From an optimization exercise on the open Yosys and OpenROAD flow, aimed at small area and a short achievable clock period; shortcuts taken in it are not production practice.
Function was checked by simulation only, so behaviour that the tests miss may differ from the original.
Power figures rest on the tool's default switching activity, not on a simulated workload.

Design approx_err_monitor, start of the top module:
module approx_err_monitor
#(
  parameter int WINDOW = 1024,
  parameter int CNT_W  = 32,
  parameter int SUM_W  = 80
) (
  input  logic              clk,
  input  logic              rst_n,
  input  logic              start,
  input  logic              in_valid,
  output logic              in_ready,
  input  logic [approx_err_pkg::OP_W-1:0]   a,
  input  logic [approx_err_pkg::OP_W-1:0]   b,
  input  logic [approx_err_pkg::PROD_W-1:0] approx_y,
  output logic              busy,
  output logic              rpt_valid,
  input  logic              rpt_ready,
  output logic [CNT_W-1:0]  err_count,
  output logic [SUM_W-1:0]  err_sum,
  output logic [approx_err_pkg::PROD_W-1:0] err_max,
  output logic [approx_err_pkg::OP_W-1:0]   err_max_a,
  output logic [approx_err_pkg::OP_W-1:0]   err_max_b,
  output logic [CNT_W-1:0]  sample_count
);
Size: ~5600 cells after synthesis, ~970 flip-flops, ~410 I/O pins, ~56000 µm² of cells after synthesis.
Settings: LEC_CHECK=0, CAP_MARGIN=20, CORE_MARGIN=2, CORE_UTILIZATION=40, SLEW_MARGIN=20; clock period 10.0 ns.
standard.sh (not shown) runs the stock make flow with config.mk's settings and CLKGATE_MAP_FILE= SYNTH_SCRIPT=/design/flow/synth_recipe.tcl, a recipe that flattens the netlist after the stock synthesis.
==> flow/flow/run.sh <==
#!/bin/bash
# The standard layout (standard.sh) with three changes to how it is made:
#  - the resizer's setup repair aims for a margin of 6.5 ns below the 10 ns clock period instead
#    of 0, so that it sizes and buffers the datapath for a period of about 3.5 ns;
#  - every input and output port still gets its own buffer, but a buf_1 instead of the
#    clkdlybuf4s50_1 that buffer_ports picks by default;
#  - a core utilization of 50% instead of 40%, for shorter wires.
# The make log goes to standard_flow.log; each ORFS step keeps its own log under orfs/logs/.
set -euo pipefail
bash standard.sh SETUP_SLACK_MARGIN=6.5 TNS_END_PERCENT=100 CORE_UTILIZATION=50 \
  "BUFFER_PORTS_ARGS=-buffer_cell sky130_fd_sc_hd__buf_1" finish > standard_flow.log 2>&1
The first run went through all stages and came out clean.
Rerun with:
--- a/flow/flow/run.sh
+++ b/flow/flow/run.sh
@@ -5,7 +5,8 @@
 #  - every input and output port still gets its own buffer, but a buf_1 instead of the
 #    clkdlybuf4s50_1 that buffer_ports picks by default;
-#  - a core utilization of 50% instead of 40%, for shorter wires.
+#  - clock-tree sink clusters of up to 25 flip-flops within 80 um (CTS_CLUSTER_SIZE and
+#    CTS_CLUSTER_DIAMETER), which needs fewer clock buffers.
 # The make log goes to standard_flow.log; each ORFS step keeps its own log under orfs/logs/.
 set -euo pipefail
-bash standard.sh SETUP_SLACK_MARGIN=6.5 TNS_END_PERCENT=100 CORE_UTILIZATION=50 \
+bash standard.sh SETUP_SLACK_MARGIN=6.5 TNS_END_PERCENT=100 CTS_CLUSTER_SIZE=25 CTS_CLUSTER_DIAMETER=80 \
   "BUFFER_PORTS_ARGS=-buffer_cell sky130_fd_sc_hd__buf_1" finish > standard_flow.log 2>&1
Result: Cell area drops by 1.4%. Setup slack is better by 0.027 ns. Critical path depth drops by 3. Power drops by 4.5%. Clock skew climbs by 0.019 ns.
Rerun with:
==> flow/flow/run.sh (replaced) <==
#!/bin/bash
# The standard layout (standard.sh) with three changes to how it is made:
#  - the resizer's setup repair aims for a margin of 6.5 ns below the 10 ns clock period instead
#    of 0, so that it sizes and buffers the datapath for a period of about 3.5 ns;
#  - every input and output port still gets its own buffer, but a buf_1 instead of the
#    clkdlybuf4s50_1 that buffer_ports picks by default;
#  - clock-tree sink clusters of up to 30 flip-flops within 90 um (CTS_CLUSTER_SIZE and
#    CTS_CLUSTER_DIAMETER), which needs fewer clock buffers.
# The make log goes to standard_flow.log; each ORFS step keeps its own log under orfs/logs/.
set -euo pipefail
bash standard.sh SETUP_SLACK_MARGIN=6.5 TNS_END_PERCENT=100 CTS_CLUSTER_SIZE=30 CTS_CLUSTER_DIAMETER=90 \
  "BUFFER_PORTS_ARGS=-buffer_cell sky130_fd_sc_hd__buf_1" finish > standard_flow.log 2>&1
Result: Critical path depth came out higher by 3. Wire length goes down by 0.59%. Fmax barely changes. Combinational power hardly moves.
Rerun with:
==> flow/flow/run.sh (replaced) <==
#!/bin/bash
# The standard layout (standard.sh) with three changes to how it is made:
#  - the resizer's setup repair aims for a margin of 6.4 ns below the 10 ns clock period instead
#    of 0, so that it sizes and buffers the datapath for a period of about 3.6 ns;
#  - every input and output port still gets its own buffer, but a buf_1 instead of the
#    clkdlybuf4s50_1 that buffer_ports picks by default;
#  - clock-tree sink clusters of up to 30 flip-flops within 90 um (CTS_CLUSTER_SIZE and
#    CTS_CLUSTER_DIAMETER), which needs fewer clock buffers.
# The make log goes to standard_flow.log; each ORFS step keeps its own log under orfs/logs/.
set -euo pipefail
bash standard.sh SETUP_SLACK_MARGIN=6.4 TNS_END_PERCENT=100 CTS_CLUSTER_SIZE=30 CTS_CLUSTER_DIAMETER=90 \
  "BUFFER_PORTS_ARGS=-buffer_cell sky130_fd_sc_hd__buf_1" finish > standard_flow.log 2>&1
The new run finished clean.
Sequential power came out higher by about 1%.
Worst hold slack got worse by 0.0038 ns.
Flip-flop and latch count stays the same.
Rerun with:
==> flow/flow/run.sh (replaced) <==
#!/bin/bash
# The standard layout (standard.sh) with two changes to how it is made:
#  - the resizer's setup repair aims for a margin of 6.5 ns below the 10 ns clock period instead
#    of 0, so that it sizes and buffers the datapath for a period of about 3.5 ns;
#  - every input and output port still gets its own buffer, but a buf_1 instead of the
#    clkdlybuf4s50_1 that buffer_ports picks by default.
# The make log goes to standard_flow.log; each ORFS step keeps its own log under orfs/logs/.
set -euo pipefail
bash standard.sh SETUP_SLACK_MARGIN=6.5 TNS_END_PERCENT=100 \
  "BUFFER_PORTS_ARGS=-buffer_cell sky130_fd_sc_hd__buf_1" finish > standard_flow.log 2>&1
What happened:
- The new run passed the timing, design-rule and antenna checks
- first-iteration DRC count went up by 3.2%
- core utilization came out higher by 1.5 points
- design area came out higher by about 3.4%
- via count went up by about 1.3%
- routed wire length came out higher by about 3%
- setup slack gains 0.20 ns
- die area does not change
- total power goes up by 8.9%
- clock skew falls by 0.017 ns
- hold slack gains 0.0098 ns
- clock power grows by about 56%

==> what the ideal ports hide <==
No port has a modelled driver above. Below, the same layouts with a new extraction and two added sets of constraints. Step 1, drivers: a clkbuf_16 drives clk and a buf_2 each remaining input, both assumed. Step 2 adds t to the input delays and takes it off the output delays; t is the mean of the earliest and latest rising clock arrival at the registers after step 1. Input paths then give back, and output paths get back, about the clock's delay inside the block. Three values: no drivers, after step 1, after step 2; two values: the first two.
run | shift t [ns] | setup WS [ns] | latest minus earliest clock arrival (ns)
the first run | 0.774 | 6.505 / 6.505 / 6.505 | 0.032 / 0.032
the second run | 0.789 | 6.532 / 6.481 / 6.532 | 0.056 / 0.057
the third run | 0.744 | 6.538 / 6.518 / 6.538 | 0.069 / 0.069
the fourth run | 0.752 | 6.364 / 6.364 / 6.364 | 0.060 / 0.060
the fifth run | 0.794 | 6.564 / 6.508 / 6.564 | 0.039 / 0.038
After both steps every run listed still meets setup and hold.
